This is an optimization exercise on Yosys and OpenROAD, whose aim is small area, a short achievable clock period and few clock cycles, not a production implementation. At most, simulation tests tie the RTL to the original design; equivalence was not proved. Only the layout flow was run in runs 2 to 4; the RTL was not checked for function there. Power and IR drop assume default switching activity.

==> flow/design.v <==
module qc_fsm_complex #(
  parameter int unsigned N    = 3,
  parameter int unsigned W    = 16,
  parameter int unsigned FRAC = W - 2
) (
  input  logic         clk,
  input  logic         reset,
  input  logic         load_ready,
  input  logic [W-1:0] load_data,
  input  logic         new_gate,
  output logic [W-1:0] send_data,
  output logic         busy,
  output logic         done,
  output logic         sat
);
  localparam int unsigned Max  = 1 << N;
  localparam int unsigned AccW = 2 * W + N + 1;   
  localparam int unsigned ND   = W / 2;      
  localparam logic [AccW-1:0] KPos    = AccW'((((64'd1 << (2 * ND)) - 64'd1) / 64'd3) << W);
  localparam logic [AccW-1:0] AccInit = (AccW'(1) << (FRAC - 1)) - AccW'(2 * Max) * KPos;
  logic            wait_ack_q;    
  logic            cap;           
  logic            cap_q;         
  logic            ph1_q;         
  logic            ph_load_q, ph_gate_q, ph_drain_q, ph_send_q;
  logic [2*N:0]    cnt_q;         
  logic            ng_q;
  logic            lastw_q;       
  logic            done_q, sat_q;
  logic            part, row_last;
  assign part     = cnt_q[0];
  assign row_last = &cnt_q[2*N:N+1];
  assign cap = load_ready & ~wait_ack_q;
  logic wpart_q, wfirst_q, wlast_q, wrow7_q;
  logic a0_q, a1_q;
  logic r_q;
  logic [W-1:0]       x_q;
  logic [ND-1:0]      one_q, two_q, neg_q;
  logic [2*W-1:0]     pcs_s_q, pcs_c_q;
  logic [AccW-1:0]    acc_a_q, acc_b_q;    
  logic [W-1:0]       send_q;
  logic [2*W-1:0]     s_q [Max];      
  logic [2*W-1:0]     o_q [Max-1];
  logic [2*W-1:0] m_s, m_c;
  qc_mul_cs u_mul (.x(x_q), .one(one_q), .two(two_q), .neg(neg_q), .s(m_s), .c(m_c));
  logic          y_re, y_neg, y_ld;
  logic [W-1:0]  y;
  logic [ND-1:0] y_one, y_two, y_negd;
  assign y_ld  = cap_q | ph1_q;
  assign y_re  = ph_load_q | (cap_q ? part : wpart_q);
  assign y_neg = ~cap_q & ~wpart_q;
  assign y     = y_re ? s_q[0][W-1:0] : s_q[0][2*W-1:W];
  always_comb begin
    for (int i = 0; i < ND; i++) begin
      logic b2, b1, b0;
      b2 = y[2*i+1];
      b1 = y[2*i];
      b0 = (i == 0) ? 1'b0 : y[2*i-1];
      y_one[i]  = b1 ^ b0;
      y_two[i]  = (b2 & ~b1 & ~b0) | (~b2 & b1 & b0);
      y_negd[i] = b2 ^ y_neg;
    end
  end
  logic [AccW-1:0] acc_base, acc_sum;
  assign acc_base = wfirst_q ? AccInit : acc_a_q;
  assign acc_sum  = acc_base + AccW'(pcs_s_q) + AccW'(pcs_c_q);
  logic          ovf_re, ovf_im;
  logic [AccW-1:0] acc_re_q, acc_im_q;
  assign acc_re_q = acc_a_q;
  assign acc_im_q = acc_b_q;
  logic [W-1:0]  res_re, res_im;
  assign ovf_re = ~(&acc_re_q[AccW-1:FRAC+W-1]) & (|acc_re_q[AccW-1:FRAC+W-1]);
  assign ovf_im = ~(&acc_im_q[AccW-1:FRAC+W-1]) & (|acc_im_q[AccW-1:FRAC+W-1]);
  assign res_re = ovf_re ? {acc_re_q[AccW-1], {(W-1){~acc_re_q[AccW-1]}}} : acc_re_q[FRAC+W-1:FRAC];
  assign res_im = ovf_im ? {acc_im_q[AccW-1], {(W-1){~acc_im_q[AccW-1]}}} : acc_im_q[FRAC+W-1:FRAC];
  logic rot_q, ld_im_q, push_o_q, push_s_q, rot_cp;
  assign rot_cp = ph_gate_q & row_last;
  always_ff @(posedge clk or posedge reset) begin
    if (reset) begin
      wait_ack_q <= 1'b0;
      cap_q      <= 1'b0;
      ph1_q      <= 1'b0;
      ph_load_q  <= 1'b1;
      ph_gate_q  <= 1'b0;
      ph_drain_q <= 1'b0;
      ph_send_q  <= 1'b0;
      cnt_q      <= '0;
      lastw_q    <= 1'b0;
      done_q     <= 1'b0;
      sat_q      <= 1'b0;
      a0_q       <= 1'b0;
      a1_q       <= 1'b0;
      r_q        <= 1'b0;
      rot_q      <= 1'b0;
      ld_im_q    <= 1'b0;
      push_o_q   <= 1'b0;
      push_s_q   <= 1'b0;
      send_q     <= '0;
    end else begin
      if (cap) wait_ack_q <= 1'b1;
      else if (!load_ready) wait_ack_q <= 1'b0;
      cap_q  <= cap;
      ph1_q  <= cap_q & ph_gate_q;
      a0_q   <= cap_q & ph_gate_q;
      a1_q   <= ph1_q;
      r_q    <= a1_q & wlast_q;
      rot_q    <= cap & (ph_load_q ? ~part : (ph_gate_q | ph_send_q) & part);
      ld_im_q  <= cap & ph_load_q & part;
      push_s_q <= a1_q & wlast_q & wrow7_q;
      push_o_q <= (a1_q & wlast_q & ~wrow7_q) | (cap & ph_gate_q & row_last & part);
      done_q <= lastw_q & wait_ack_q & ~load_ready;
      if (cap) begin
        lastw_q <= ph_send_q & (cnt_q[N:0] == (N+1)'(2 * Max - 1));
        if (ph_send_q) send_q <= part ? s_q[0][2*W-1:W] : s_q[0][W-1:0];
      end
      if (cap_q) begin
        cnt_q <= cnt_q + 1'b1;
        if (ph_load_q) begin
          if (cnt_q[N:0] == (N+1)'(2 * Max - 1)) begin
            cnt_q     <= '0;
            ph_load_q <= 1'b0;
            ph_gate_q <= 1'b1;
          end
          if (cnt_q[N:0] == '0) sat_q <= 1'b0;
        end
        if (ph_gate_q && (&cnt_q) && !ng_q) begin
          ph_gate_q  <= 1'b0;
          ph_drain_q <= 1'b1;
        end
        if (ph_send_q && cnt_q[N:0] == (N+1)'(2 * Max - 1)) begin
          cnt_q     <= '0;
          ph_send_q <= 1'b0;
          ph_load_q <= 1'b1;
        end
      end
      if (ph_drain_q && a1_q) begin
        ph_drain_q <= 1'b0;
        ph_send_q  <= 1'b1;
      end
      if (r_q) sat_q <= sat_q | ovf_re | ovf_im;
    end
  end
  always_ff @(posedge clk) begin
    ng_q <= new_gate;
    if (!wait_ack_q) x_q <= load_data;
    if (cap_q) begin
      wpart_q  <= part;
      wfirst_q <= (cnt_q[N:0] == '0);
      wlast_q  <= (cnt_q[N:0] == (N+1)'(2 * Max - 1));
      wrow7_q  <= row_last;
    end
    if (y_ld) begin
      one_q <= y_one;
      two_q <= y_two;
      neg_q <= y_negd;
    end
    pcs_s_q <= m_s;
    pcs_c_q <= m_c;
    if (a0_q | a1_q) begin
      acc_a_q <= acc_b_q;
      acc_b_q <= acc_sum;
    end
    if (rot_q) begin
      for (int i = 0; i < Max - 1; i++) s_q[i] <= s_q[i+1];
      if (ph_load_q)   s_q[Max-1] <= {x_q, x_q};
      else if (rot_cp) s_q[Max-1] <= o_q[0];
      else             s_q[Max-1] <= s_q[0];
    end else if (push_s_q) begin
      s_q[Max-1] <= {res_im, res_re};
    end else if (ld_im_q) begin
      s_q[Max-1][2*W-1:W] <= x_q;
    end
    if (push_o_q) begin
      for (int i = 0; i < Max - 2; i++) o_q[i] <= o_q[i+1];
      o_q[Max-2] <= {res_im, res_re};
    end
  end
  assign send_data = send_q;
  assign busy      = ph_drain_q;
  assign done      = done_q;
  assign sat       = sat_q;
endmodule
module qc_mul_cs (
  input  logic [15:0] x,
  input  logic [7:0]  one,
  input  logic [7:0]  two,
  input  logic [7:0]  neg,
  output logic [31:0] s,
  output logic [31:0] c
);
  wire pp1 = ((one[0] & x[0]) | (two[0] & 1'b0)) ^ neg[0];
  wire pp2 = ((one[0] & x[1]) | (two[0] & x[0])) ^ neg[0];
  wire pp3 = ((one[0] & x[2]) | (two[0] & x[1])) ^ neg[0];
  wire pp4 = ((one[0] & x[3]) | (two[0] & x[2])) ^ neg[0];
  wire pp5 = ((one[0] & x[4]) | (two[0] & x[3])) ^ neg[0];
  wire pp6 = ((one[0] & x[5]) | (two[0] & x[4])) ^ neg[0];
  wire pp7 = ((one[0] & x[6]) | (two[0] & x[5])) ^ neg[0];
  wire pp8 = ((one[0] & x[7]) | (two[0] & x[6])) ^ neg[0];
  wire pp9 = ((one[0] & x[8]) | (two[0] & x[7])) ^ neg[0];
  wire pp10 = ((one[0] & x[9]) | (two[0] & x[8])) ^ neg[0];
  wire pp11 = ((one[0] & x[10]) | (two[0] & x[9])) ^ neg[0];
  wire pp12 = ((one[0] & x[11]) | (two[0] & x[10])) ^ neg[0];
  wire pp13 = ((one[0] & x[12]) | (two[0] & x[11])) ^ neg[0];
  wire pp14 = ((one[0] & x[13]) | (two[0] & x[12])) ^ neg[0];
  wire pp15 = ((one[0] & x[14]) | (two[0] & x[13])) ^ neg[0];
  wire pp16 = ((one[0] & x[15]) | (two[0] & x[14])) ^ neg[0];
  wire pp17 = ~(((one[0] & x[15]) | (two[0] & x[15])) ^ neg[0]);
  wire pp18 = ((one[1] & x[0]) | (two[1] & 1'b0)) ^ neg[1];
  wire pp19 = ((one[1] & x[1]) | (two[1] & x[0])) ^ neg[1];
  wire pp20 = ((one[1] & x[2]) | (two[1] & x[1])) ^ neg[1];
  wire pp21 = ((one[1] & x[3]) | (two[1] & x[2])) ^ neg[1];
  wire pp22 = ((one[1] & x[4]) | (two[1] & x[3])) ^ neg[1];
  wire pp23 = ((one[1] & x[5]) | (two[1] & x[4])) ^ neg[1];
  wire pp24 = ((one[1] & x[6]) | (two[1] & x[5])) ^ neg[1];
  wire pp25 = ((one[1] & x[7]) | (two[1] & x[6])) ^ neg[1];
  wire pp26 = ((one[1] & x[8]) | (two[1] & x[7])) ^ neg[1];
  wire pp27 = ((one[1] & x[9]) | (two[1] & x[8])) ^ neg[1];
  wire pp28 = ((one[1] & x[10]) | (two[1] & x[9])) ^ neg[1];
  wire pp29 = ((one[1] & x[11]) | (two[1] & x[10])) ^ neg[1];
  wire pp30 = ((one[1] & x[12]) | (two[1] & x[11])) ^ neg[1];
  wire pp31 = ((one[1] & x[13]) | (two[1] & x[12])) ^ neg[1];
  wire pp32 = ((one[1] & x[14]) | (two[1] & x[13])) ^ neg[1];
  wire pp33 = ((one[1] & x[15]) | (two[1] & x[14])) ^ neg[1];
  wire pp34 = ~(((one[1] & x[15]) | (two[1] & x[15])) ^ neg[1]);
  wire pp35 = ((one[2] & x[0]) | (two[2] & 1'b0)) ^ neg[2];
  wire pp36 = ((one[2] & x[1]) | (two[2] & x[0])) ^ neg[2];
  wire pp37 = ((one[2] & x[2]) | (two[2] & x[1])) ^ neg[2];
  wire pp38 = ((one[2] & x[3]) | (two[2] & x[2])) ^ neg[2];
  wire pp39 = ((one[2] & x[4]) | (two[2] & x[3])) ^ neg[2];
  wire pp40 = ((one[2] & x[5]) | (two[2] & x[4])) ^ neg[2];
  wire pp41 = ((one[2] & x[6]) | (two[2] & x[5])) ^ neg[2];
  wire pp42 = ((one[2] & x[7]) | (two[2] & x[6])) ^ neg[2];
  wire pp43 = ((one[2] & x[8]) | (two[2] & x[7])) ^ neg[2];
  wire pp44 = ((one[2] & x[9]) | (two[2] & x[8])) ^ neg[2];
  wire pp45 = ((one[2] & x[10]) | (two[2] & x[9])) ^ neg[2];
  wire pp46 = ((one[2] & x[11]) | (two[2] & x[10])) ^ neg[2];
  wire pp47 = ((one[2] & x[12]) | (two[2] & x[11])) ^ neg[2];
  wire pp48 = ((one[2] & x[13]) | (two[2] & x[12])) ^ neg[2];
  wire pp49 = ((one[2] & x[14]) | (two[2] & x[13])) ^ neg[2];
  wire pp50 = ((one[2] & x[15]) | (two[2] & x[14])) ^ neg[2];
  wire pp51 = ~(((one[2] & x[15]) | (two[2] & x[15])) ^ neg[2]);
  wire pp52 = ((one[3] & x[0]) | (two[3] & 1'b0)) ^ neg[3];
  wire pp53 = ((one[3] & x[1]) | (two[3] & x[0])) ^ neg[3];
  wire pp54 = ((one[3] & x[2]) | (two[3] & x[1])) ^ neg[3];
  wire pp55 = ((one[3] & x[3]) | (two[3] & x[2])) ^ neg[3];
  wire pp56 = ((one[3] & x[4]) | (two[3] & x[3])) ^ neg[3];
  wire pp57 = ((one[3] & x[5]) | (two[3] & x[4])) ^ neg[3];
  wire pp58 = ((one[3] & x[6]) | (two[3] & x[5])) ^ neg[3];
  wire pp59 = ((one[3] & x[7]) | (two[3] & x[6])) ^ neg[3];
  wire pp60 = ((one[3] & x[8]) | (two[3] & x[7])) ^ neg[3];
  wire pp61 = ((one[3] & x[9]) | (two[3] & x[8])) ^ neg[3];
  wire pp62 = ((one[3] & x[10]) | (two[3] & x[9])) ^ neg[3];
  wire pp63 = ((one[3] & x[11]) | (two[3] & x[10])) ^ neg[3];
  wire pp64 = ((one[3] & x[12]) | (two[3] & x[11])) ^ neg[3];
  wire pp65 = ((one[3] & x[13]) | (two[3] & x[12])) ^ neg[3];
  wire pp66 = ((one[3] & x[14]) | (two[3] & x[13])) ^ neg[3];
  wire pp67 = ((one[3] & x[15]) | (two[3] & x[14])) ^ neg[3];
  wire pp68 = ~(((one[3] & x[15]) | (two[3] & x[15])) ^ neg[3]);
  wire pp69 = ((one[4] & x[0]) | (two[4] & 1'b0)) ^ neg[4];
  wire pp70 = ((one[4] & x[1]) | (two[4] & x[0])) ^ neg[4];
  wire pp71 = ((one[4] & x[2]) | (two[4] & x[1])) ^ neg[4];
  wire pp72 = ((one[4] & x[3]) | (two[4] & x[2])) ^ neg[4];
  wire pp73 = ((one[4] & x[4]) | (two[4] & x[3])) ^ neg[4];
  wire pp74 = ((one[4] & x[5]) | (two[4] & x[4])) ^ neg[4];
  wire pp75 = ((one[4] & x[6]) | (two[4] & x[5])) ^ neg[4];
  wire pp76 = ((one[4] & x[7]) | (two[4] & x[6])) ^ neg[4];
  wire pp77 = ((one[4] & x[8]) | (two[4] & x[7])) ^ neg[4];
  wire pp78 = ((one[4] & x[9]) | (two[4] & x[8])) ^ neg[4];
  wire pp79 = ((one[4] & x[10]) | (two[4] & x[9])) ^ neg[4];
  wire pp80 = ((one[4] & x[11]) | (two[4] & x[10])) ^ neg[4];
  wire pp81 = ((one[4] & x[12]) | (two[4] & x[11])) ^ neg[4];
  wire pp82 = ((one[4] & x[13]) | (two[4] & x[12])) ^ neg[4];
  wire pp83 = ((one[4] & x[14]) | (two[4] & x[13])) ^ neg[4];
  wire pp84 = ((one[4] & x[15]) | (two[4] & x[14])) ^ neg[4];
  wire pp85 = ~(((one[4] & x[15]) | (two[4] & x[15])) ^ neg[4]);
  wire pp86 = ((one[5] & x[0]) | (two[5] & 1'b0)) ^ neg[5];
  wire pp87 = ((one[5] & x[1]) | (two[5] & x[0])) ^ neg[5];
  wire pp88 = ((one[5] & x[2]) | (two[5] & x[1])) ^ neg[5];
  wire pp89 = ((one[5] & x[3]) | (two[5] & x[2])) ^ neg[5];
  wire pp90 = ((one[5] & x[4]) | (two[5] & x[3])) ^ neg[5];
  wire pp91 = ((one[5] & x[5]) | (two[5] & x[4])) ^ neg[5];
  wire pp92 = ((one[5] & x[6]) | (two[5] & x[5])) ^ neg[5];
  wire pp93 = ((one[5] & x[7]) | (two[5] & x[6])) ^ neg[5];
  wire pp94 = ((one[5] & x[8]) | (two[5] & x[7])) ^ neg[5];
  wire pp95 = ((one[5] & x[9]) | (two[5] & x[8])) ^ neg[5];
  wire pp96 = ((one[5] & x[10]) | (two[5] & x[9])) ^ neg[5];
  wire pp97 = ((one[5] & x[11]) | (two[5] & x[10])) ^ neg[5];
  wire pp98 = ((one[5] & x[12]) | (two[5] & x[11])) ^ neg[5];
  wire pp99 = ((one[5] & x[13]) | (two[5] & x[12])) ^ neg[5];
  wire pp100 = ((one[5] & x[14]) | (two[5] & x[13])) ^ neg[5];
  wire pp101 = ((one[5] & x[15]) | (two[5] & x[14])) ^ neg[5];
  wire pp102 = ~(((one[5] & x[15]) | (two[5] & x[15])) ^ neg[5]);
  wire pp103 = ((one[6] & x[0]) | (two[6] & 1'b0)) ^ neg[6];
  wire pp104 = ((one[6] & x[1]) | (two[6] & x[0])) ^ neg[6];
  wire pp105 = ((one[6] & x[2]) | (two[6] & x[1])) ^ neg[6];
  wire pp106 = ((one[6] & x[3]) | (two[6] & x[2])) ^ neg[6];
  wire pp107 = ((one[6] & x[4]) | (two[6] & x[3])) ^ neg[6];
  wire pp108 = ((one[6] & x[5]) | (two[6] & x[4])) ^ neg[6];
  wire pp109 = ((one[6] & x[6]) | (two[6] & x[5])) ^ neg[6];
  wire pp110 = ((one[6] & x[7]) | (two[6] & x[6])) ^ neg[6];
  wire pp111 = ((one[6] & x[8]) | (two[6] & x[7])) ^ neg[6];
  wire pp112 = ((one[6] & x[9]) | (two[6] & x[8])) ^ neg[6];
  wire pp113 = ((one[6] & x[10]) | (two[6] & x[9])) ^ neg[6];
  wire pp114 = ((one[6] & x[11]) | (two[6] & x[10])) ^ neg[6];
  wire pp115 = ((one[6] & x[12]) | (two[6] & x[11])) ^ neg[6];
  wire pp116 = ((one[6] & x[13]) | (two[6] & x[12])) ^ neg[6];
  wire pp117 = ((one[6] & x[14]) | (two[6] & x[13])) ^ neg[6];
  wire pp118 = ((one[6] & x[15]) | (two[6] & x[14])) ^ neg[6];
  wire pp119 = ~(((one[6] & x[15]) | (two[6] & x[15])) ^ neg[6]);
  wire pp120 = ((one[7] & x[0]) | (two[7] & 1'b0)) ^ neg[7];
  wire pp121 = ((one[7] & x[1]) | (two[7] & x[0])) ^ neg[7];
  wire pp122 = ((one[7] & x[2]) | (two[7] & x[1])) ^ neg[7];
  wire pp123 = ((one[7] & x[3]) | (two[7] & x[2])) ^ neg[7];
  wire pp124 = ((one[7] & x[4]) | (two[7] & x[3])) ^ neg[7];
  wire pp125 = ((one[7] & x[5]) | (two[7] & x[4])) ^ neg[7];
  wire pp126 = ((one[7] & x[6]) | (two[7] & x[5])) ^ neg[7];
  wire pp127 = ((one[7] & x[7]) | (two[7] & x[6])) ^ neg[7];
  wire pp128 = ((one[7] & x[8]) | (two[7] & x[7])) ^ neg[7];
  wire pp129 = ((one[7] & x[9]) | (two[7] & x[8])) ^ neg[7];
  wire pp130 = ((one[7] & x[10]) | (two[7] & x[9])) ^ neg[7];
  wire pp131 = ((one[7] & x[11]) | (two[7] & x[10])) ^ neg[7];
  wire pp132 = ((one[7] & x[12]) | (two[7] & x[11])) ^ neg[7];
  wire pp133 = ((one[7] & x[13]) | (two[7] & x[12])) ^ neg[7];
  wire pp134 = ((one[7] & x[14]) | (two[7] & x[13])) ^ neg[7];
  wire pp135 = ((one[7] & x[15]) | (two[7] & x[14])) ^ neg[7];
  wire pp136 = ~(((one[7] & x[15]) | (two[7] & x[15])) ^ neg[7]);
  wire hs137 = pp11 ^ pp26;
  wire hc138 = pp11 & pp26;
  wire hs139 = pp12 ^ pp27;
  wire hc140 = pp12 & pp27;
  wire fs141 = pp13 ^ pp28 ^ pp43;
  wire fc142 = (pp13 & pp28) | (pp43 & (pp13 ^ pp28));
  wire hs143 = pp58 ^ pp73;
  wire hc144 = pp58 & pp73;
  wire fs145 = pp14 ^ pp29 ^ pp44;
  wire fc146 = (pp14 & pp29) | (pp44 & (pp14 ^ pp29));
  wire hs147 = pp59 ^ pp74;
  wire hc148 = pp59 & pp74;
  wire fs149 = pp15 ^ pp30 ^ pp45;
  wire fc150 = (pp15 & pp30) | (pp45 & (pp15 ^ pp30));
  wire fs151 = pp60 ^ pp75 ^ pp90;
  wire fc152 = (pp60 & pp75) | (pp90 & (pp60 ^ pp75));
  wire hs153 = pp105 ^ pp120;
  wire hc154 = pp105 & pp120;
  wire fs155 = pp16 ^ pp31 ^ pp46;
  wire fc156 = (pp16 & pp31) | (pp46 & (pp16 ^ pp31));
  wire fs157 = pp61 ^ pp76 ^ pp91;
  wire fc158 = (pp61 & pp76) | (pp91 & (pp61 ^ pp76));
  wire hs159 = pp106 ^ pp121;
  wire hc160 = pp106 & pp121;
  wire fs161 = pp17 ^ pp32 ^ pp47;
  wire fc162 = (pp17 & pp32) | (pp47 & (pp17 ^ pp32));
  wire fs163 = pp62 ^ pp77 ^ pp92;
  wire fc164 = (pp62 & pp77) | (pp92 & (pp62 ^ pp77));
  wire hs165 = pp107 ^ pp122;
  wire hc166 = pp107 & pp122;
  wire fs167 = pp33 ^ pp48 ^ pp63;
  wire fc168 = (pp33 & pp48) | (pp63 & (pp33 ^ pp48));
  wire fs169 = pp78 ^ pp93 ^ pp108;
  wire fc170 = (pp78 & pp93) | (pp108 & (pp78 ^ pp93));
  wire fs171 = pp34 ^ pp49 ^ pp64;
  wire fc172 = (pp34 & pp49) | (pp64 & (pp34 ^ pp49));
  wire hs173 = pp79 ^ pp94;
  wire hc174 = pp79 & pp94;
  wire fs175 = pp50 ^ pp65 ^ pp80;
  wire fc176 = (pp50 & pp65) | (pp80 & (pp50 ^ pp65));
  wire hs177 = pp51 ^ pp66;
  wire hc178 = pp51 & pp66;
  wire hs179 = pp7 ^ pp22;
  wire hc180 = pp7 & pp22;
  wire hs181 = pp8 ^ pp23;
  wire hc182 = pp8 & pp23;
  wire fs183 = pp9 ^ pp24 ^ pp39;
  wire fc184 = (pp9 & pp24) | (pp39 & (pp9 ^ pp24));
  wire hs185 = pp54 ^ pp69;
  wire hc186 = pp54 & pp69;
  wire fs187 = pp10 ^ pp25 ^ pp40;
  wire fc188 = (pp10 & pp25) | (pp40 & (pp10 ^ pp25));
  wire hs189 = pp55 ^ pp70;
  wire hc190 = pp55 & pp70;
  wire fs191 = hs137 ^ pp41 ^ pp56;
  wire fc192 = (hs137 & pp41) | (pp56 & (hs137 ^ pp41));
  wire fs193 = pp71 ^ pp86 ^ neg[5];
  wire fc194 = (pp71 & pp86) | (neg[5] & (pp71 ^ pp86));
  wire fs195 = hs139 ^ pp42 ^ pp57;
  wire fc196 = (hs139 & pp42) | (pp57 & (hs139 ^ pp42));
  wire fs197 = pp72 ^ pp87 ^ hc138;
  wire fc198 = (pp72 & pp87) | (hc138 & (pp72 ^ pp87));
  wire fs199 = fs141 ^ hs143 ^ pp88;
  wire fc200 = (fs141 & hs143) | (pp88 & (fs141 ^ hs143));
  wire fs201 = pp103 ^ neg[6] ^ hc140;
  wire fc202 = (pp103 & neg[6]) | (hc140 & (pp103 ^ neg[6]));
  wire fs203 = fs145 ^ hs147 ^ pp89;
  wire fc204 = (fs145 & hs147) | (pp89 & (fs145 ^ hs147));
  wire fs205 = pp104 ^ fc142 ^ hc144;
  wire fc206 = (pp104 & fc142) | (hc144 & (pp104 ^ fc142));
  wire fs207 = fs149 ^ fs151 ^ hs153;
  wire fc208 = (fs149 & fs151) | (hs153 & (fs149 ^ fs151));
  wire fs209 = neg[7] ^ fc146 ^ hc148;
  wire fc210 = (neg[7] & fc146) | (hc148 & (neg[7] ^ fc146));
  wire fs211 = fs155 ^ fs157 ^ hs159;
  wire fc212 = (fs155 & fs157) | (hs159 & (fs155 ^ fs157));
  wire fs213 = fc150 ^ fc152 ^ hc154;
  wire fc214 = (fc150 & fc152) | (hc154 & (fc150 ^ fc152));
  wire fs215 = fs161 ^ fs163 ^ hs165;
  wire fc216 = (fs161 & fs163) | (hs165 & (fs161 ^ fs163));
  wire fs217 = fc156 ^ fc158 ^ hc160;
  wire fc218 = (fc156 & fc158) | (hc160 & (fc156 ^ fc158));
  wire fs219 = fs167 ^ fs169 ^ pp123;
  wire fc220 = (fs167 & fs169) | (pp123 & (fs167 ^ fs169));
  wire fs221 = fc162 ^ fc164 ^ hc166;
  wire fc222 = (fc162 & fc164) | (hc166 & (fc162 ^ fc164));
  wire fs223 = fs171 ^ hs173 ^ pp109;
  wire fc224 = (fs171 & hs173) | (pp109 & (fs171 ^ hs173));
  wire fs225 = pp124 ^ fc168 ^ fc170;
  wire fc226 = (pp124 & fc168) | (fc170 & (pp124 ^ fc168));
  wire fs227 = fs175 ^ pp95 ^ pp110;
  wire fc228 = (fs175 & pp95) | (pp110 & (fs175 ^ pp95));
  wire fs229 = pp125 ^ fc172 ^ hc174;
  wire fc230 = (pp125 & fc172) | (hc174 & (pp125 ^ fc172));
  wire fs231 = hs177 ^ pp81 ^ pp96;
  wire fc232 = (hs177 & pp81) | (pp96 & (hs177 ^ pp81));
  wire fs233 = pp111 ^ pp126 ^ fc176;
  wire fc234 = (pp111 & pp126) | (fc176 & (pp111 ^ pp126));
  wire fs235 = pp67 ^ pp82 ^ pp97;
  wire fc236 = (pp67 & pp82) | (pp97 & (pp67 ^ pp82));
  wire fs237 = pp112 ^ pp127 ^ hc178;
  wire fc238 = (pp112 & pp127) | (hc178 & (pp112 ^ pp127));
  wire fs239 = pp68 ^ pp83 ^ pp98;
  wire fc240 = (pp68 & pp83) | (pp98 & (pp68 ^ pp83));
  wire hs241 = pp113 ^ pp128;
  wire hc242 = pp113 & pp128;
  wire fs243 = pp84 ^ pp99 ^ pp114;
  wire fc244 = (pp84 & pp99) | (pp114 & (pp84 ^ pp99));
  wire hs245 = pp85 ^ pp100;
  wire hc246 = pp85 & pp100;
  wire hs247 = pp5 ^ pp20;
  wire hc248 = pp5 & pp20;
  wire hs249 = pp6 ^ pp21;
  wire hc250 = pp6 & pp21;
  wire fs251 = hs179 ^ pp37 ^ pp52;
  wire fc252 = (hs179 & pp37) | (pp52 & (hs179 ^ pp37));
  wire fs253 = hs181 ^ pp38 ^ pp53;
  wire fc254 = (hs181 & pp38) | (pp53 & (hs181 ^ pp38));
  wire fs255 = fs183 ^ hs185 ^ neg[4];
  wire fc256 = (fs183 & hs185) | (neg[4] & (fs183 ^ hs185));
  wire fs257 = fs187 ^ hs189 ^ fc184;
  wire fc258 = (fs187 & hs189) | (fc184 & (fs187 ^ hs189));
  wire fs259 = fs191 ^ fs193 ^ fc188;
  wire fc260 = (fs191 & fs193) | (fc188 & (fs191 ^ fs193));
  wire fs261 = fs195 ^ fs197 ^ fc192;
  wire fc262 = (fs195 & fs197) | (fc192 & (fs195 ^ fs197));
  wire fs263 = fs199 ^ fs201 ^ fc196;
  wire fc264 = (fs199 & fs201) | (fc196 & (fs199 ^ fs201));
  wire fs265 = fs203 ^ fs205 ^ fc200;
  wire fc266 = (fs203 & fs205) | (fc200 & (fs203 ^ fs205));
  wire fs267 = fs207 ^ fs209 ^ fc204;
  wire fc268 = (fs207 & fs209) | (fc204 & (fs207 ^ fs209));
  wire fs269 = fs211 ^ fs213 ^ fc208;
  wire fc270 = (fs211 & fs213) | (fc208 & (fs211 ^ fs213));
  wire fs271 = fs215 ^ fs217 ^ fc212;
  wire fc272 = (fs215 & fs217) | (fc212 & (fs215 ^ fs217));
  wire fs273 = fs219 ^ fs221 ^ fc216;
  wire fc274 = (fs219 & fs221) | (fc216 & (fs219 ^ fs221));
  wire fs275 = fs223 ^ fs225 ^ fc220;
  wire fc276 = (fs223 & fs225) | (fc220 & (fs223 ^ fs225));
  wire fs277 = fs227 ^ fs229 ^ fc224;
  wire fc278 = (fs227 & fs229) | (fc224 & (fs227 ^ fs229));
  wire fs279 = fs231 ^ fs233 ^ fc228;
  wire fc280 = (fs231 & fs233) | (fc228 & (fs231 ^ fs233));
  wire fs281 = fs235 ^ fs237 ^ fc232;
  wire fc282 = (fs235 & fs237) | (fc232 & (fs235 ^ fs237));
  wire fs283 = fs239 ^ hs241 ^ fc236;
  wire fc284 = (fs239 & hs241) | (fc236 & (fs239 ^ hs241));
  wire fs285 = fs243 ^ pp129 ^ fc240;
  wire fc286 = (fs243 & pp129) | (fc240 & (fs243 ^ pp129));
  wire fs287 = hs245 ^ pp115 ^ pp130;
  wire fc288 = (hs245 & pp115) | (pp130 & (hs245 ^ pp115));
  wire fs289 = pp101 ^ pp116 ^ pp131;
  wire fc290 = (pp101 & pp116) | (pp131 & (pp101 ^ pp116));
  wire hs291 = pp102 ^ pp117;
  wire hc292 = pp102 & pp117;
  wire hs293 = pp3 ^ pp18;
  wire hc294 = pp3 & pp18;
  wire hs295 = pp4 ^ pp19;
  wire hc296 = pp4 & pp19;
  wire fs297 = hs247 ^ pp35 ^ neg[2];
  wire fc298 = (hs247 & pp35) | (neg[2] & (hs247 ^ pp35));
  wire fs299 = hs249 ^ pp36 ^ hc248;
  wire fc300 = (hs249 & pp36) | (hc248 & (hs249 ^ pp36));
  wire fs301 = fs251 ^ neg[3] ^ hc250;
  wire fc302 = (fs251 & neg[3]) | (hc250 & (fs251 ^ neg[3]));
  wire fs303 = fs253 ^ hc180 ^ fc252;
  wire fc304 = (fs253 & hc180) | (fc252 & (fs253 ^ hc180));
  wire fs305 = fs255 ^ hc182 ^ fc254;
  wire fc306 = (fs255 & hc182) | (fc254 & (fs255 ^ hc182));
  wire fs307 = fs257 ^ hc186 ^ fc256;
  wire fc308 = (fs257 & hc186) | (fc256 & (fs257 ^ hc186));
  wire fs309 = fs259 ^ hc190 ^ fc258;
  wire fc310 = (fs259 & hc190) | (fc258 & (fs259 ^ hc190));
  wire fs311 = fs261 ^ fc194 ^ fc260;
  wire fc312 = (fs261 & fc194) | (fc260 & (fs261 ^ fc194));
  wire fs313 = fs263 ^ fc198 ^ fc262;
  wire fc314 = (fs263 & fc198) | (fc262 & (fs263 ^ fc198));
  wire fs315 = fs265 ^ fc202 ^ fc264;
  wire fc316 = (fs265 & fc202) | (fc264 & (fs265 ^ fc202));
  wire fs317 = fs267 ^ fc206 ^ fc266;
  wire fc318 = (fs267 & fc206) | (fc266 & (fs267 ^ fc206));
  wire fs319 = fs269 ^ fc210 ^ fc268;
  wire fc320 = (fs269 & fc210) | (fc268 & (fs269 ^ fc210));
  wire fs321 = fs271 ^ fc214 ^ fc270;
  wire fc322 = (fs271 & fc214) | (fc270 & (fs271 ^ fc214));
  wire fs323 = fs273 ^ fc218 ^ fc272;
  wire fc324 = (fs273 & fc218) | (fc272 & (fs273 ^ fc218));
  wire fs325 = fs275 ^ fc222 ^ fc274;
  wire fc326 = (fs275 & fc222) | (fc274 & (fs275 ^ fc222));
  wire fs327 = fs277 ^ fc226 ^ fc276;
  wire fc328 = (fs277 & fc226) | (fc276 & (fs277 ^ fc226));
  wire fs329 = fs279 ^ fc230 ^ fc278;
  wire fc330 = (fs279 & fc230) | (fc278 & (fs279 ^ fc230));
  wire fs331 = fs281 ^ fc234 ^ fc280;
  wire fc332 = (fs281 & fc234) | (fc280 & (fs281 ^ fc234));
  wire fs333 = fs283 ^ fc238 ^ fc282;
  wire fc334 = (fs283 & fc238) | (fc282 & (fs283 ^ fc238));
  wire fs335 = fs285 ^ hc242 ^ fc284;
  wire fc336 = (fs285 & hc242) | (fc284 & (fs285 ^ hc242));
  wire fs337 = fs287 ^ fc244 ^ fc286;
  wire fc338 = (fs287 & fc244) | (fc286 & (fs287 ^ fc244));
  wire fs339 = fs289 ^ hc246 ^ fc288;
  wire fc340 = (fs289 & hc246) | (fc288 & (fs289 ^ hc246));
  wire fs341 = hs291 ^ pp132 ^ fc290;
  wire fc342 = (hs291 & pp132) | (fc290 & (hs291 ^ pp132));
  wire fs343 = pp118 ^ pp133 ^ hc292;
  wire fc344 = (pp118 & pp133) | (hc292 & (pp118 ^ pp133));
  wire hs345 = pp119 ^ pp134;
  wire hc346 = pp119 & pp134;
  assign s = {1'b0, pp136, pp135, hs345, fs343, fs341, fs339, fs337, fs335, fs333, fs331, fs329, fs327, fs325, fs323, fs321, fs319, fs317, fs315, fs313, fs311, fs309, fs307, fs305, fs303, fs301, fs299, fs297, hs295, hs293, pp2, pp1};
  assign c = {1'b0, 1'b0, hc346, fc344, fc342, fc340, fc338, fc336, fc334, fc332, fc330, fc328, fc326, fc324, fc322, fc320, fc318, fc316, fc314, fc312, fc310, fc308, fc306, fc304, fc302, fc300, fc298, hc296, hc294, neg[1], 1'b0, neg[0]};
endmodule
==> flow/flow/run.sh <==
#!/bin/bash
# The standard layout (standard.sh: standard synthesis, floorplan, place, CTS, route),
# with two changes to how it is made: the port buffers are buf_4 cells instead of the
# resizer's default pick (a delay cell), and timing repair aims at a setup slack margin
# well past zero, so that the layout runs faster than the clock period asks for.
# The clock period, SDC and all other settings are the standard flow's.
set -euo pipefail
cd "$(dirname "$0")/.."
export BUFFER_PORTS_ARGS="-buffer_cell sky130_fd_sc_hd__buf_4"
export SETUP_SLACK_MARGIN="${QC_SETUP_MARGIN:-9}"
export TNS_END_PERCENT=100
bash standard.sh > make_standard.log 2>&1
==> flow/standard.sh <==
#!/bin/bash
# synth_recipe.tcl (not shown) runs the flow's synth.tcl, then flattens the netlist and writes it again
# the make line also repeats each setting of config.mk as NAME=value (left out here)
make -C /OpenROAD-flow-scripts/flow DESIGN_CONFIG=/design/flow/config.mk WORK_HOME=/design/flow/orfs CLKGATE_MAP_FILE= SYNTH_SCRIPT=/design/flow/synth_recipe.tcl "${@:-finish}"
==> flow/config.mk <==
export PLATFORM = sky130hd
export DESIGN_NAME = qc_fsm_complex
export DESIGN_NICKNAME = qc_fsm_complex
export VERILOG_FILES = /design/flow/design.v
export SDC_FILE = /design/flow/constraint.sdc
export NUM_CORES = 4
export LEC_CHECK = 0
export CAP_MARGIN = 20
export CORE_MARGIN = 2
export CORE_UTILIZATION = 70
export CTS_BUF_LIST = sky130_fd_sc_hd__clkbuf_16
export CTS_CLUSTER_DIAMETER = 90
export CTS_CLUSTER_SIZE = 24
export PLACE_DENSITY = 0.75
export SLEW_MARGIN = 20
==> flow/constraint.sdc <==
create_clock -name core_clock -period 12.5 [get_ports {clk}]
set_input_delay 2.5000 -clock core_clock [delete_from_list [all_inputs] [get_ports {clk}]]
set_output_delay 2.5000 -clock core_clock [all_outputs]
set_load 0.01 [all_outputs]
==> results of run 1 <==
sequential cells by signal (all words and copies together), names as in the netlist, 7 cells and up, named ones only:
| signal | count |
|---|---|
| x_q | 16 |
| acc_b_q | 36 |
| o_q | 224 |
| s_q | 256 |
| two_q | 8 |
| acc_a_q | 36 |
| neg_q | 8 |
| send_q | 16 |
| pcs_c_q | 29 |
| cnt_q | 7 |
| one_q | 8 |
| pcs_s_q | 31 |
cells in the final DEF, fill, tap and decap left out, drive strengths merged, types with 2 or more instances in the layout:
cell,Yosys,final
edfxtp,595,595
buf,16,170
inv,122,149
a22oi,120,120
fa,111,111
nand2,105,105
xnor2,103,103
o21ai,87,87
xor2,84,84
nor2,78,78
a21oi,67,67
mux2i,63,63
dfxtp,62,62
ha,57,57
a21o,44,44
clkbuf,115,40
dfrtp,38,38
nand3,30,30
nor2b,23,23
nand2b,21,21
mux2,19,19
a211oi,11,11
nand4,10,10
or2,9,9
a31oi,7,7
o21a,6,6
nor3,6,6
and3,5,5
nor3b,5,5
o21bai,4,4
or3,4,4
o211ai,3,3
o31ai,3,3
nor4,2,2
a21boi,2,2
worst paths after layout:
path,startpoint,depth (start not counted),slack (ns),end
setup / recovery,sat_q,1,8.83,sat
hold / removal,o_q[2][8],0,0.41,o_q[1][8]
setup reg to reg,wfirst_q,13,8.93,acc_b_q[34]
hold reg to reg,o_q[2][8],0,0.41,o_q[1][8]
max in group asynchronous,reset,3,10.09,push_o_q
min in group asynchronous,reset,3,2.03,send_q[8]
through the flow:
stage	setup WS (ns)	power [mW]	hold WS, ns	instance area [um2]
after floorplan	8.971	4.640	0.3462	30280
after global placement	8.738	5.175	0.3754	30930
after detailed placement	8.649	5.259	0.3955	30930
after CTS	8.813	6.640	0.4133	32930
after global routing	8.754	7.462	0.4194	33650
final	8.826	7.028	0.4108	33650
cells by family after synthesis:
logic type | share of synthesized area [%]
DFF | 66.34
and+or+nand+nor | 4.612
muxes | 2.790
adders and majority gates | 9.695
buffers and inverters | 3.186
xor gates and xnor gates | 5.410
AOI/OAI and AO/OA | 7.964
final cells by class:
class / count / area, um2
flip-flops and latches: 696 / 20090
repair buffers: 173 / 1667
well taps: 585 / 732.0
clock buffers: 37 / 925.9
clock inverters: 27 / 133.9
fillers: 2440 / 9239
multi-input cells: 1103 / 9632
inverters: 123 / 464.2
timing repair:
item                       4_1_cts  5_1_grt
pin swaps                        6       31
setup endpoints to repair      122      197
setup buffers                   80       36
gates resized for setup         44       70
gates cloned                     0        2
power by group through the flow:
stage	logic, mW	registers, mW	clock network, mW
6_report	2.96	2.82	1.25
5_1_grt	3.28	2.83	1.35
4_1_cts	2.55	2.83	1.27
3_5_place_dp	2.35	2.91	0
3_3_place_gp	2.26	2.91	0
2_1_floorplan	1.82	2.82	0
per-layer routing:
metal	up-vias	track usage, %	wire length (um)
met5	-	0	0
met4	0	8.888	1909
met3	147	5.934	5789
met2	776	43.62	29190
met1	8343	44.97	27800
li1	7464	-	-
==> out/metrics.yaml, run 1 <==
outcome:
  status: "no timing/DRC/antenna violations"
clocking:
  root_buffer: "clkbuf_16"
  cts_tree: "built"
  cts-htree-levels: 2
  clkLatencyLatePin_ns: 0.59
  clk_pin_slew_ns: 0.09
  clockBufferDepth: 3
  cts_inserted_buffers: 35
  cts.sinks: 696
  cts_hold_buf: 0
sta:
  hold_violations: 0
  rsz0062_at_grt: "yes"
  maxSlewViolCount: 0
  setup_viol: 0
  min_period_ns: 3.674
  worstMarginPinSlew_ns: 1.086
  slew_headroom_pct: 27.58
  skew_ns: 0.02562
  setup_tns_ns: 0
  max_freq_ghz: 0.2722
  fin_crit_sh_pct: 29.39
run:
  drv_cap: 0
logic_synthesis:
  synthCells: 2053
  ys_seq_elements: 696
  ys_types: 63
  synth_area_leaders: "edfxtp_1 59%, fa_1 7.3%, dfxtp_1 4.1%"
  async_reset_ff_share_pct: 5.603
  synth_common_cells: "595 x edfxtp_1, 122 x inv_1, 120 x a22oi_1, 114 x clkbuf_1, 111 x fa_1"
  synth.most_common_cell: "edfxtp_1"
  synth_largest_area_cell: "edfxtp_1"
  syn-num-nets: 2241
  ys_warn_count: 3
  syn_avg_cell_area_um2: 14.75
  synth_edf_count: 595
  syn-cell-area_mm2: 0.03028
  synth_top_area_share_pct: 59.02
  synthFlopType: "edfxtp_1"
  synth.yosys.seq_area_share_pct: 66.34
floorplanning:
  dieWidth_um: 212.0
  num_rows: 76
  die_h_um: 212.0
  dieArea_mm2: 0.04493
  fp.coreArea_mm2: 0.04289
  start_util_pct: 70.59
  pin_count: 39
placement:
  hpwl_mm: 40.04
  port_buffers: 38
  placed_cells: 2561
  place_congestion: 0.8985
worst_setup_path:
  worst-path-buf-inv: 1
  start_kind: "flop"
  critical_path.slowest_cell: "dfrtp_1"
  crit_fanout: 2
  path_class: "flop to output pin"
  cp_cell_sequence: "buf_6"
  crit_path_end_kind: "output pin"
  cp_top_family: "flip-flops"
  crit_required_ns: 10.00
  critPathMaxStageDelay_ns: 0.44
  cp.arrival_ns: 1.17
power:
  combPwrFrac_pct: 42.1
  internal-power_mw: 4.609
  ir_drop_v: 0.0003017
  cellPowerDensity_mw_per_mm2: 208.9
  seqPwrFrac_pct: 40.1
  switchingPower_mw: 2.419
  p_clk_share_pct: 17.8
  p_sw_share_pct: 34.42
  p_leak_nw: 12.48
cells_and_area:
  finalNonFillerCells: 2744
  antennaDiodeCount: 0
  synthToLayoutAreaGrowth_pct: 11.14
  final_util_pct: 78.46
  layout.nets: 2320
  layout-drive-gt1-share_pct: 14.78
drt:
  vias: 16730
  drtAntennaViolNets: 0
  wl_mm: 64.69
  firstDrtPassIters: 6
  vias_per_cell: 6.097
  route.detailed.drc: 0
  drt_iter0_drc: 1900
  routedWlPerCell_um: 23.58
global_routing:
  grt_pass1_wl_mm: 97.35
  gr-total-overflow: 0
  grt_pass1_vias: 16380
  track_usage_pct: 29.47
  antenna_found_initial: 2
  grt_max_degree: 83
min_path:
  worst_hold_path_type: "flop to flop"
Testbench counts, summed over its fixed seeds: cycles 66,240.
==> run 2: changes to the inputs <==
--- a/flow/design.v
+++ b/flow/design.v
@@ -89,3 +89,2 @@
       done_q     <= 1'b0;
-      sat_q      <= 1'b0;
       a0_q       <= 1'b0;
@@ -97,3 +96,2 @@
       push_s_q   <= 1'b0;
-      send_q     <= '0;
     end else begin
@@ -111,6 +109,3 @@
       done_q <= lastw_q & wait_ack_q & ~load_ready;
-      if (cap) begin
-        lastw_q <= ph_send_q & (cnt_q[N:0] == (N+1)'(2 * Max - 1));
-        if (ph_send_q) send_q <= part ? s_q[0][2*W-1:W] : s_q[0][W-1:0];
-      end
+      if (cap) lastw_q <= ph_send_q & (cnt_q[N:0] == (N+1)'(2 * Max - 1));
       if (cap_q) begin
@@ -123,3 +118,2 @@
           end
-          if (cnt_q[N:0] == '0) sat_q <= 1'b0;
         end
@@ -139,3 +133,2 @@
       end
-      if (r_q) sat_q <= sat_q | ovf_re | ovf_im;
     end
@@ -143,2 +136,5 @@
   always_ff @(posedge clk) begin
+    if (cap && ph_send_q) send_q <= part ? s_q[0][2*W-1:W] : s_q[0][W-1:0];
+    if (cap_q && ph_load_q && cnt_q[N:0] == '0) sat_q <= 1'b0;
+    else if (r_q) sat_q <= sat_q | ovf_re | ovf_im;
     ng_q <= new_gate;
--- a/flow/flow/run.sh
+++ b/flow/flow/run.sh
@@ -9,3 +9,3 @@
 export BUFFER_PORTS_ARGS="-buffer_cell sky130_fd_sc_hd__buf_4"
-export SETUP_SLACK_MARGIN="${QC_SETUP_MARGIN:-9}"
+export SETUP_SLACK_MARGIN="${QC_SETUP_MARGIN:-8.9}"
 export TNS_END_PERCENT=100
==> run 2 against run 1 <==
Global-route usage barely moved; non-clock buffer count fell by 31; critical path depth did not move; via count rose by 0.81%; clock skew barely moved; design area fell by 1.2%; combinational power fell by 7.8%; sequential share of layout area rose by 0.96 points; maximum frequency rose by 0.71%; largest cell class unchanged.
==> out/metrics.yaml, run 2 <==
cells_and_area:
  layout_common_cells: "611 x edfxtp_1, 143 x inv_1, 121 x a22oi_1"
  layout-drive-gt1-share_pct: 14.17
  largest_reg_flops: 256
  layout.nets: 2286
  reg_top3: "s_q x256, o_q x224"
  final_util_pct: 77.35
  antennaDiodeCount: 0
  synthToLayoutAreaGrowth_pct: 9.490
  finalNonFillerCells: 2702
  top_register: "s_q"
  final_common_cell: "edfxtp_1"
drt:
  drt_iter0_drc: 1932
  wl_mm: 65.79
  routedWlPerCell_um: 24.35
  vias_per_cell: 6.242
  route.detailed.drc: 0
  drtAntennaViolNets: 0
  vias: 16870
  firstDrtPassIters: 6
worst_setup_path:
  r2r-start: "wfirst_q"
  worstReg2RegEnd: "acc_b_q[34]"
  cp_cell_sequence: "buf_6"
  path_class: "flop to output pin"
  r2r_cells: 13
  cp_top_family: "flip-flops"
  cp.arrival_ns: 1.15
  critical_path.slowest_cell: "edfxtp_1"
  rrSetupSlack_ns: 8.92
  crit_path_end_kind: "output pin"
  crit_fanout: 1
  start_kind: "flop"
  worst-path-buf-inv: 1
  critPathMaxStageDelay_ns: 0.43
  crit_required_ns: 10.00
power:
  internal-power_mw: 4.440
  p_sw_share_pct: 34.54
  seqPwrFrac_pct: 41.8
  ir_drop_v: 0.0002620
  cellPowerDensity_mw_per_mm2: 204.0
  switchingPower_mw: 2.342
  p_leak_nw: 11.98
  combPwrFrac_pct: 40.2
  p_clk_share_pct: 18.0
clocking:
  cts_inserted_buffers: 35
  clk_pin_slew_ns: 0.09
  cts_tree: "built"
  root_buffer: "clkbuf_16"
  clkLatencyLatePin_ns: 0.59
  cts_hold_buf: 0
  cts.sinks: 696
  clockBufferDepth: 3
  cts-htree-levels: 2
logic_synthesis:
  synth-adder-area-share_pct: 9.667
  synth_area_leaders: "edfxtp_1 60%, fa_1 7.3%, dfxtp_1 4.2%"
  ys_seq_elements: 696
  synth_common_cells: "611 x edfxtp_1, 129 x inv_1, 121 x a22oi_1, 114 x clkbuf_1, 111 x fa_1"
  syn_avg_cell_area_um2: 14.75
  ys_types: 67
  synth_compound_area_share_pct: 8.130
  ys_warn_count: 3
  synth.most_common_cell: "edfxtp_1"
  async_reset_ff_share_pct: 3.161
  synthCells: 2058
  synth.yosys.seq_area_share_pct: 66.40
  synth_top_family_by_area: "adder cells"
  synth_edf_count: 611
  synth-simple-area-share_pct: 5.122
  synth_top_area_share_pct: 60.43
  synth_largest_area_cell: "edfxtp_1"
  synth.area.mux_share_pct: 1.813
  synthFlopType: "edfxtp_1"
  syn-num-nets: 2246
  synth_xor_area_share_pct: 5.480
  syn-cell-area_mm2: 0.03036
placement:
  port_buffers: 38
  placed_cells: 2557
  place_congestion: 0.9185
  hpwl_mm: 41.19
sta:
  setup_viol: 0
  hold_violations: 0
  min_period_ns: 3.648
  rsz0062_at_grt: "yes"
  slew_headroom_pct: 22.95
  maxSlewViolCount: 0
  setup_tns_ns: 0
  worstMarginPinSlew_ns: 1.151
  skew_ns: 0.02548
  max_freq_ghz: 0.2741
  fin_crit_sh_pct: 29.18
  whs_ns: 0.4172
run:
  drv_cap: 0
global_routing:
  track_usage_pct: 29.43
  grt_pass1_wl_mm: 97.84
  grt_pass1_vias: 16470
  antenna_found_initial: 2
  gr-total-overflow: 0
  grt_max_degree: 98
outcome:
  status: "no timing/DRC/antenna violations"
floorplanning:
  num_rows: 76
  start_util_pct: 70.65
  fp.coreArea_mm2: 0.04298
  pin_count: 39
  die_h_um: 212.3
  dieWidth_um: 212.3
  dieArea_mm2: 0.04506
min_path:
  min_path_cells: 0
  hp-start: "s_q[3][23]"
  worst_hold_path_type: "flop to flop"
  holdPathEnd: "s_q[2][23]"
run 2: cell types whose count changed after synthesis, moves of 11 or more:
| cell | before | now |
|---|---|---|
| a31o_2 | 1 | 15 |
| dfrtp_1 | 38 | 21 |
| nand2_1 | 105 | 94 |
| o21ai_0 | 82 | 52 |
| a21o_1 | 44 | 22 |
| nand3_1 | 29 | 49 |
| edfxtp_1 | 595 | 611 |
| a211oi_1 | 11 | 23 |
| mux2i_1 | 63 | 13 |
| mux2_2 | 19 | 36 |
run 2: metal layers:
metal	share of wire, %	routed length (um)	up-vias	global-route usage (%)
li1	-	-	7422	-
met1	42	27440	8412	44.51
met2	46	30290	891	44.10
met3	9.7	6398	137	5.613
met4	2.5	1636	4	9.236
met5	0.040	26	-	0
run 2: layout make-up:
type	instances	area [um2]
sequential	696	20170
inverter	130	490.5
fill	2537	9736
timing repair buffer	142	1466
clock inverter	20	110.1
tap	585	732.0
clock buffer	36	900.9
multi-input combinational	1093	9373
run 2: logic make-up (layout without fill, tap and decap cells):
logic type,count (synthesis),after routing
XOR/XNOR,190,190
AND/OR/NAND/NOR,330,330
multiplexers,50,50
adder cells (fa/ha/maj),168,168
flip-flops,696,696
AO/OA/AOI/OAI,355,355
buffers and inverters,269,328
run 2: worst max path at each step:
stage	startpoint	endpoint	slack, ns	cells after the start
2_1_floorplan	neg_q[2]	pcs_s_q[13]	8.94	10
3_3_place_gp	load_ready	send_q[12]	8.69	4
6_report	send_q[13]	send_data[13]	8.85	1
5_1_grt	wfirst_q	acc_b_q[23]	8.79	15
3_5_place_dp	load_ready	send_q[12]	8.65	4
4_1_cts	send_q[0]	send_data[0]	8.84	1
run 2: what timing repair did:
item / CTS / global route
cloned: 0 / 3
pin swaps: 4 / 16
endpoints found under the setup margin: 134 / 131
gates resized for setup: 26 / 49
setup buffers: 40 / 46
run 2: stage by stage:
stage               worst slack [ns]  cell area, um2  total power [mW]
floorplan                      8.942           30370             4.677
global placement               8.687           30960             5.239
detailed placement             8.646           30960             5.307
CTS                            8.840           32480             6.589
global route                   8.793           33250             7.220
finish                         8.852           33250             6.782
run 2: power by group through the flow:
stage	Clock (mW)	Combinational [mW]	Sequential (mW)
after CTS	1.24	2.50	2.85
final	1.22	2.73	2.83
after global routing	1.31	3.07	2.84
after global placement	0	2.32	2.92
after detailed placement	0	2.39	2.92
after floorplan	0	1.84	2.83
==> run 3: changes to the inputs <==
--- a/flow/flow/run.sh
+++ b/flow/flow/run.sh
@@ -9,3 +9,3 @@
 export BUFFER_PORTS_ARGS="-buffer_cell sky130_fd_sc_hd__buf_4"
-export SETUP_SLACK_MARGIN="${QC_SETUP_MARGIN:-8.9}"
+export SETUP_SLACK_MARGIN="${QC_SETUP_MARGIN:-9.4}"
 export TNS_END_PERCENT=100
==> run 3 against run 2 <==
Largest power group is now combinational cells; synthesized cell count unchanged; sequential power hardly changed; maximum frequency up 0.47%; cell count is 3.6% higher; worst hold slack worse by 0.011 ns; first-iteration DRC count rose by 11%; synthesized area stayed put; flip-flop and latch count unchanged; register-to-register slack better by 0.04 ns; non-clock buffer count increased by 95; count of clock-buffer cells in the layout up 1; highest routed layer is now met4; combinational power grew 41%.
==> out/metrics.yaml, run 3 <==
placement:
  port_buffers: 38
  hpwl_mm: 42.05
  place_congestion: 0.9296
  placed_cells: 2561
worst_setup_path:
  cp_cell_sequence: "buf_6"
  path_class: "flop to output pin"
  worst-path-buf-inv: 1
  start_kind: "flop"
  crit_path_end_kind: "output pin"
  crit_start: "send_q[2]"
  critPathMaxStageDelay_ns: 0.42
  cp_top_family: "flip-flops"
  cp.arrival_ns: 1.13
  crit_fanout: 1
  critical_path.slowest_cell: "edfxtp_1"
  crit_required_ns: 10.00
  r2r-start: "wfirst_q"
cells_and_area:
  largest_reg_flops: 256
  layout.nets: 2382
  finalNonFillerCells: 2799
  layout_common_cells: "611 x edfxtp_1, 156 x buf_4, 128 x inv_1"
  layout-drive-gt1-share_pct: 25.26
  final_common_cell: "edfxtp_1"
  top_register: "s_q"
  synthToLayoutAreaGrowth_pct: 16.28
  reg_top3: "s_q x256, o_q x224"
floorplanning:
  start_util_pct: 70.65
  pin_count: 39
  num_rows: 76
  fp.coreArea_mm2: 0.04298
  dieArea_mm2: 0.04506
  dieWidth_um: 212.3
  die_h_um: 212.3
global_routing:
  gr-total-overflow: 0
  grt_pass1_wl_mm: 103.7
  grt_pass1_vias: 17350
  track_usage_pct: 31.59
  grt_max_degree: 98
  antenna_found_initial: 1
sta:
  fin_crit_sh_pct: 29.05
  min_period_ns: 3.631
  setup_tns_ns: 0
  slew_headroom_pct: 30.47
  worstMarginPinSlew_ns: 1.039
  maxSlewViolCount: 0
  skew_ns: 0.02738
  rsz0062_at_grt: "yes"
  hold_violations: 0
  max_freq_ghz: 0.2754
  setup_viol: 0
logic_synthesis:
  synth_top_family_by_area: "adder cells"
  syn_avg_cell_area_um2: 14.75
  synth_common_cells: "611 x edfxtp_1, 129 x inv_1, 121 x a22oi_1, 114 x clkbuf_1, 111 x fa_1"
  synth.area.mux_share_pct: 1.813
  synth_compound_area_share_pct: 8.130
  synth_edf_count: 611
  ys_types: 67
  synthCells: 2058
  synth-adder-area-share_pct: 9.667
  synth_top_area_share_pct: 60.43
  synthFlopType: "edfxtp_1"
  synth_area_leaders: "edfxtp_1 60%, fa_1 7.3%, dfxtp_1 4.2%"
  synth.most_common_cell: "edfxtp_1"
  synth.yosys.seq_area_share_pct: 66.40
  async_reset_ff_share_pct: 3.161
  synth_largest_area_cell: "edfxtp_1"
  ys_seq_elements: 696
  syn-cell-area_mm2: 0.03036
  synth_xor_area_share_pct: 5.480
  synth-simple-area-share_pct: 5.122
  syn-num-nets: 2246
  ys_warn_count: 3
drt:
  vias: 17460
  route.detailed.drc: 0
  drtAntennaViolNets: 0
  drt_iter0_drc: 2148
  firstDrtPassIters: 7
  vias_per_cell: 6.239
  routedWlPerCell_um: 25.17
  wl_mm: 70.46
clocking:
  clkLatencyLatePin_ns: 0.58
  clk_pin_slew_ns: 0.10
  root_buffer: "clkbuf_16"
  cts_tree: "built"
  clockBufferDepth: 3
  cts-htree-levels: 2
  cts_inserted_buffers: 35
  cts.sinks: 696
power:
  ir_drop_v: 0.0003155
  p_leak_nw: 12.70
  cellPowerDensity_mw_per_mm2: 224.1
run:
  drv_cap: 0
outcome:
  status: "no timing/DRC/antenna violations"
min_path:
  hp-start: "s_q[5][14]"
  worst_hold_path_type: "flop to flop"
[run 3: cell counts after synthesis]
No cell type changed its count.
[run 3: worst register-to-register path: cells and delay by family, from the launching register on]
kind	cells	cell delay, ns
adders and majority gates	2	0.79
muxes	1	0.31
and+or+nand+nor	2	0.37
buffers and inverters	3	0.39
DFF	1	0.44
AOI/OAI and AO/OA	5	1.02
[run 3: worst paths after layout]
kind	endpoint	slack, ns	cells after the start
setup / recovery	send_data[2]	8.87	1
hold / removal	s_q[4][14]	0.41	0
setup reg to reg	acc_b_q[34]	8.96	13
hold reg to reg	s_q[4][14]	0.41	0
max in group asynchronous	rot_q	9.81	2
min in group asynchronous	cnt_q[4]	2.09	2
[run 3: power by group]
group	total, mW	switching (mW)	internal, mW
combinational	3.84	2.02	1.82
sequential	2.83	0.0982	2.73
clock	1.24	0.696	0.545
[run 3: logic make-up (layout without fill, tap and decap cells)]
group,after synthesis,in the layout
AO/OA/AOI/OAI,355,355
AND/OR/NAND/NOR,330,331
other,0,1
adder cells (fa/ha/maj),168,168
buffers and inverters,269,423
flip-flops,696,696
XOR/XNOR,190,190
multiplexers,50,50
[run 3: area by class of cell]
cell class / count / area (um2)
Antenna cell: 1 / 2.502
Inverter: 130 / 493.0
Clock inverter: 19 / 108.9
Clock buffer: 37 / 925.9
Sequential cell: 696 / 20170
Timing Repair Buffer: 237 / 2391
Tap cell: 585 / 732.0
Multi-Input combinational cell: 1094 / 10480
Fill cell: 2188 / 7675
[run 3: per-stage QoR]
| step | cell area [um2] | setup WS (ns) | power, mW | hold WS, ns | utilization (%) |
|---|---|---|---|---|---|
| 5_1_grt | 35300 | 8.834 | 8.326 | 0.4146 | 82.14 |
| 6_report | 35310 | 8.869 | 7.913 | 0.4065 | 82.14 |
| 3_3_place_gp | 31200 | 8.779 | 5.334 | 0.3870 | 72.60 |
| 4_1_cts | 34590 | 8.842 | 7.446 | 0.4064 | 80.48 |
| 3_5_place_dp | 31200 | 8.766 | 5.392 | 0.3902 | 72.60 |
| 2_1_floorplan | 30870 | 9.296 | 4.772 | 0.3472 | - |
[run 3: metal layers]
layer,global-route usage [%],vias to the layer above,share of wire (%)
met3,7.016,213,10
met1,44.81,8698,39
li1,-,7618,-
met4,11.07,0,3.8
met2,49.19,933,47
met5,0,-,0
[run 3: repair_timing]
item / 4_1_cts / 5_1_grt
hold buffers: 0 / 0
buffers inserted: 145 / 28
setup endpoints to repair: 164 / 160
pin swaps: 83 / 102
gates resized for setup: 172 / 123
cloned: 7 / 1
==> run 4: changes to the inputs <==
--- a/flow/flow/run.sh
+++ b/flow/flow/run.sh
@@ -9,3 +9,3 @@
 export BUFFER_PORTS_ARGS="-buffer_cell sky130_fd_sc_hd__buf_4"
-export SETUP_SLACK_MARGIN="${QC_SETUP_MARGIN:-9.4}"
+export SETUP_SLACK_MARGIN="${QC_SETUP_MARGIN:-8.8}"
 export TNS_END_PERCENT=100
==> run 4 against run 3 <==
Maximum frequency shrank 0.71%; register-to-register slack lost 0.10 ns; global-route usage shrank 2.4 points; sequential share of layout area grew 4.7 points; combinational power shrank 34%; utilization shrank 6.3 points; flip-flop and latch count is the same; clock skew shrank 0.0044 ns; largest cell class unchanged; highest routed layer is now met5.
==> out/metrics.yaml, run 4 <==
outcome:
  status: "no timing/DRC/antenna violations"
worst_setup_path:
  cp_top_family: "flip-flops"
  crit_fanout: 2
  cp_cell_sequence: "buf_4"
  worstReg2RegEnd: "pcs_s_q[17]"
  worst-path-buf-inv: 1
  path_class: "flop to output pin"
  cp.arrival_ns: 1.16
  crit_path_end_kind: "output pin"
  r2r_cells: 7
  critical_path.slowest_cell: "dfxtp_1"
  crit_required_ns: 10.00
  rrSetupSlack_ns: 8.86
  start_kind: "flop"
  critPathMaxStageDelay_ns: 0.43
  r2r-start: "one_q[4]"
global_routing:
  grt_max_degree: 98
  grt_pass1_vias: 16270
  grt_pass1_wl_mm: 97.01
  antenna_found_initial: 2
  track_usage_pct: 29.20
  gr-total-overflow: 0
logic_synthesis:
  synth.yosys.seq_area_share_pct: 66.40
  synthCells: 2058
  syn-num-nets: 2246
  synth.most_common_cell: "edfxtp_1"
  synth_edf_count: 611
  syn_avg_cell_area_um2: 14.75
  async_reset_ff_share_pct: 3.161
  synth_common_cells: "611 x edfxtp_1, 129 x inv_1, 121 x a22oi_1, 114 x clkbuf_1, 111 x fa_1"
  synthFlopType: "edfxtp_1"
  ys_types: 67
  syn-cell-area_mm2: 0.03036
  ys_seq_elements: 696
  synth_top_area_share_pct: 60.43
  ys_warn_count: 3
  synth_area_leaders: "edfxtp_1 60%, fa_1 7.3%, dfxtp_1 4.2%"
  synth_largest_area_cell: "edfxtp_1"
sta:
  maxSlewViolCount: 0
  setup_tns_ns: 0
  worstMarginPinSlew_ns: 1.187
  max_freq_ghz: 0.2735
  min_period_ns: 3.657
  skew_ns: 0.02303
  slew_headroom_pct: 20.55
  hold_violations: 0
  rsz0062_at_grt: "no"
  fin_crit_sh_pct: 29.25
  setup_viol: 0
cells_and_area:
  fin_area_mm2: 0.03262
  antennaDiodeCount: 0
  largest_reg_flops: 256
  layout.nets: 2253
  final_common_cell: "edfxtp_1"
  multi_input_area_mm2: 0.009225
  synthToLayoutAreaGrowth_pct: 7.425
  top_register: "s_q"
  layout_common_cells: "611 x edfxtp_1, 144 x inv_1, 121 x a22oi_1"
  reg_top3: "s_q x256, o_q x224"
  layout-drive-gt1-share_pct: 11.71
  final_util_pct: 75.89
  fill_cells: 2584
  finalNonFillerCells: 2669
  regArea_mm2: 0.02017
clocking:
  clockBufferDepth: 3
  clkLatencyLatePin_ns: 0.59
  cts_tree: "built"
  cts_hold_buf: 0
  clk_pin_slew_ns: 0.09
  root_buffer: "clkbuf_16"
  cts_inserted_buffers: 35
  cts-htree-levels: 2
  cts.sinks: 696
power:
  p_leak_nw: 11.74
  ir_drop_v: 0.0002373
  cellPowerDensity_mw_per_mm2: 202.1
placement:
  placed_cells: 2557
  port_buffers: 38
  place_congestion: 0.9185
  hpwl_mm: 41.19
  dpl_cell_area_mm2: 0.03096
drt:
  drt_iter0_drc: 1960
  firstDrtPassIters: 8
  drtAntennaViolNets: 0
  routedWlPerCell_um: 24.05
  vias_per_cell: 6.259
  wl_mm: 64.20
  vias: 16710
  route.detailed.drc: 0
floorplanning:
  die_h_um: 212.3
  dieArea_mm2: 0.04506
  start_util_pct: 70.65
  dieWidth_um: 212.3
  fp.coreArea_mm2: 0.04298
  pin_count: 39
  num_rows: 76
min_path:
  worst_hold_path_type: "flop to flop"
  holdPathEnd: "a1_q"
  min_path_cells: 0
  hp-start: "a0_q"
run:
  drv_cap: 0
-- run 4: changes by cell type in the layout (fill, tap and decap cells not counted), moves of 12 or more --
| cell | before | now |
|---|---|---|
| ha_4 | 29 | 0 |
| buf_4 | 156 | 93 |
| a22oi_2 | 41 | 0 |
| a22oi_1 | 80 | 121 |
| ha_1 | 28 | 56 |
| fa_2 | 22 | 1 |
| inv_2 | 16 | 0 |
| a21oi_1 | 58 | 70 |
| buf_6 | 53 | 3 |
| fa_1 | 89 | 110 |
| o21ai_0 | 38 | 52 |
| inv_1 | 128 | 144 |
-- run 4: report_power, final --
group / total, mW / internal, mW / switching, mW / leakage [nW]
clock: 1.22 / 0.532 / 0.693 / 0.548
combinational: 2.52 / 1.06 / 1.47 / 4.87
sequential: 2.84 / 2.73 / 0.112 / 6.33
total: 6.59 / 4.32 / 2.27 / 11.7
-- run 4: worst max-delay path by stage --
| stage | from | to | cells past startpoint |
|---|---|---|---|
| 2_1_floorplan | neg_q[2] | pcs_s_q[13] | 10 |
| 3_3_place_gp | load_ready | send_q[12] | 4 |
| 3_5_place_dp | load_ready | send_q[12] | 4 |
| 4_1_cts | sat_q | sat | 1 |
| 5_1_grt | wfirst_q | acc_b_q[22] | 11 |
| 6_report | sat_q | sat | 1 |
-- run 4: metal layers --
layer | GRT usage, % | part of all wire (%)
met1 | 44.63 | 43
met2 | 43.65 | 45
met3 | 5.170 | 9.6
met4 | 8.970 | 2.7
met5 | 0 | 0.040
-- run 4: timing repair --
item | CTS | global route
resized for setup | 3 | 13
buffers inserted | 19 | 37
pin swaps | 0 | 5
endpoints found under the setup margin | 104 | 108
-- run 4: cell families after synthesis --
logic type	after synthesis	share of synthesized area, %
mux	50	1.813
xor+xnor	190	5.480
flops	696	66.40
simple gates	330	5.122
buf+inv	269	3.391
compound gates	355	8.130
fa+ha+maj	168	9.667
-- run 4: final cells by class --
cell class                 instances  area share, %
sequential                       696          61.83
timing repair buffer             109          3.042
clock inverter                    20         0.3376
clock buffer                      36          2.762
multi-input combinational       1093          28.28
inverter                         130          1.500
tap                              585          2.244
-- run 4: metrics by stage --
step / power, mW / hold slack [ns] / setup WS [ns]
2_1_floorplan: 4.677 / 0.3462 / 8.942
3_3_place_gp: 5.239 / 0.3808 / 8.687
3_5_place_dp: 5.307 / 0.3882 / 8.646
4_1_cts: 6.538 / 0.4132 / 8.806
5_1_grt: 7.019 / 0.4267 / 8.791
6_report: 6.591 / 0.4134 / 8.843

## static timing again, ports no longer ideal
How much do the figures lean on ideal ports? The routed layouts below were timed once more, with nothing changed but the port constraints. Step 1 (the two cells are an assumption about what drives the block):
set clk [get_ports {clk}]
set_driving_cell -lib_cell sky130_fd_sc_hd__clkbuf_16 $clk
set_driving_cell -lib_cell sky130_fd_sc_hd__buf_2 [delete_from_list [all_inputs] $clk]
Step 2 adds t to the input delays and takes it off the output delays; t is the mean of the earliest and latest rising clock arrival at the registers after step 1. Input paths then give back, and output paths get back, about the clock's delay inside the block. a / b / c = ideal ports / drivers / drivers and shift; a / b = the first two.
| run | shift t [ns] | setup WS [ns] | hold WS [ns] | worst setup path at the end |
|---|---|---|---|---|
| run 1 | 0.633 | 8.826 / 8.770 / 8.611 | 0.411 / 0.411 / 0.411 | input to register |
| run 2 | 0.632 | 8.852 / 8.794 / 8.642 | 0.417 / 0.417 / 0.417 | input to register |
| run 3 | 0.625 | 8.869 / 8.814 / 8.962 | 0.406 / 0.406 / 0.406 | register to register |
| run 4 | 0.628 | 8.843 / 8.789 / 8.642 | 0.413 / 0.413 / 0.413 | input to register |
After both steps setup and hold are still met in every run listed. The setup slack of run 1, which loses most, moves by -0.056 ns with the drivers and by -0.215 ns with both steps.
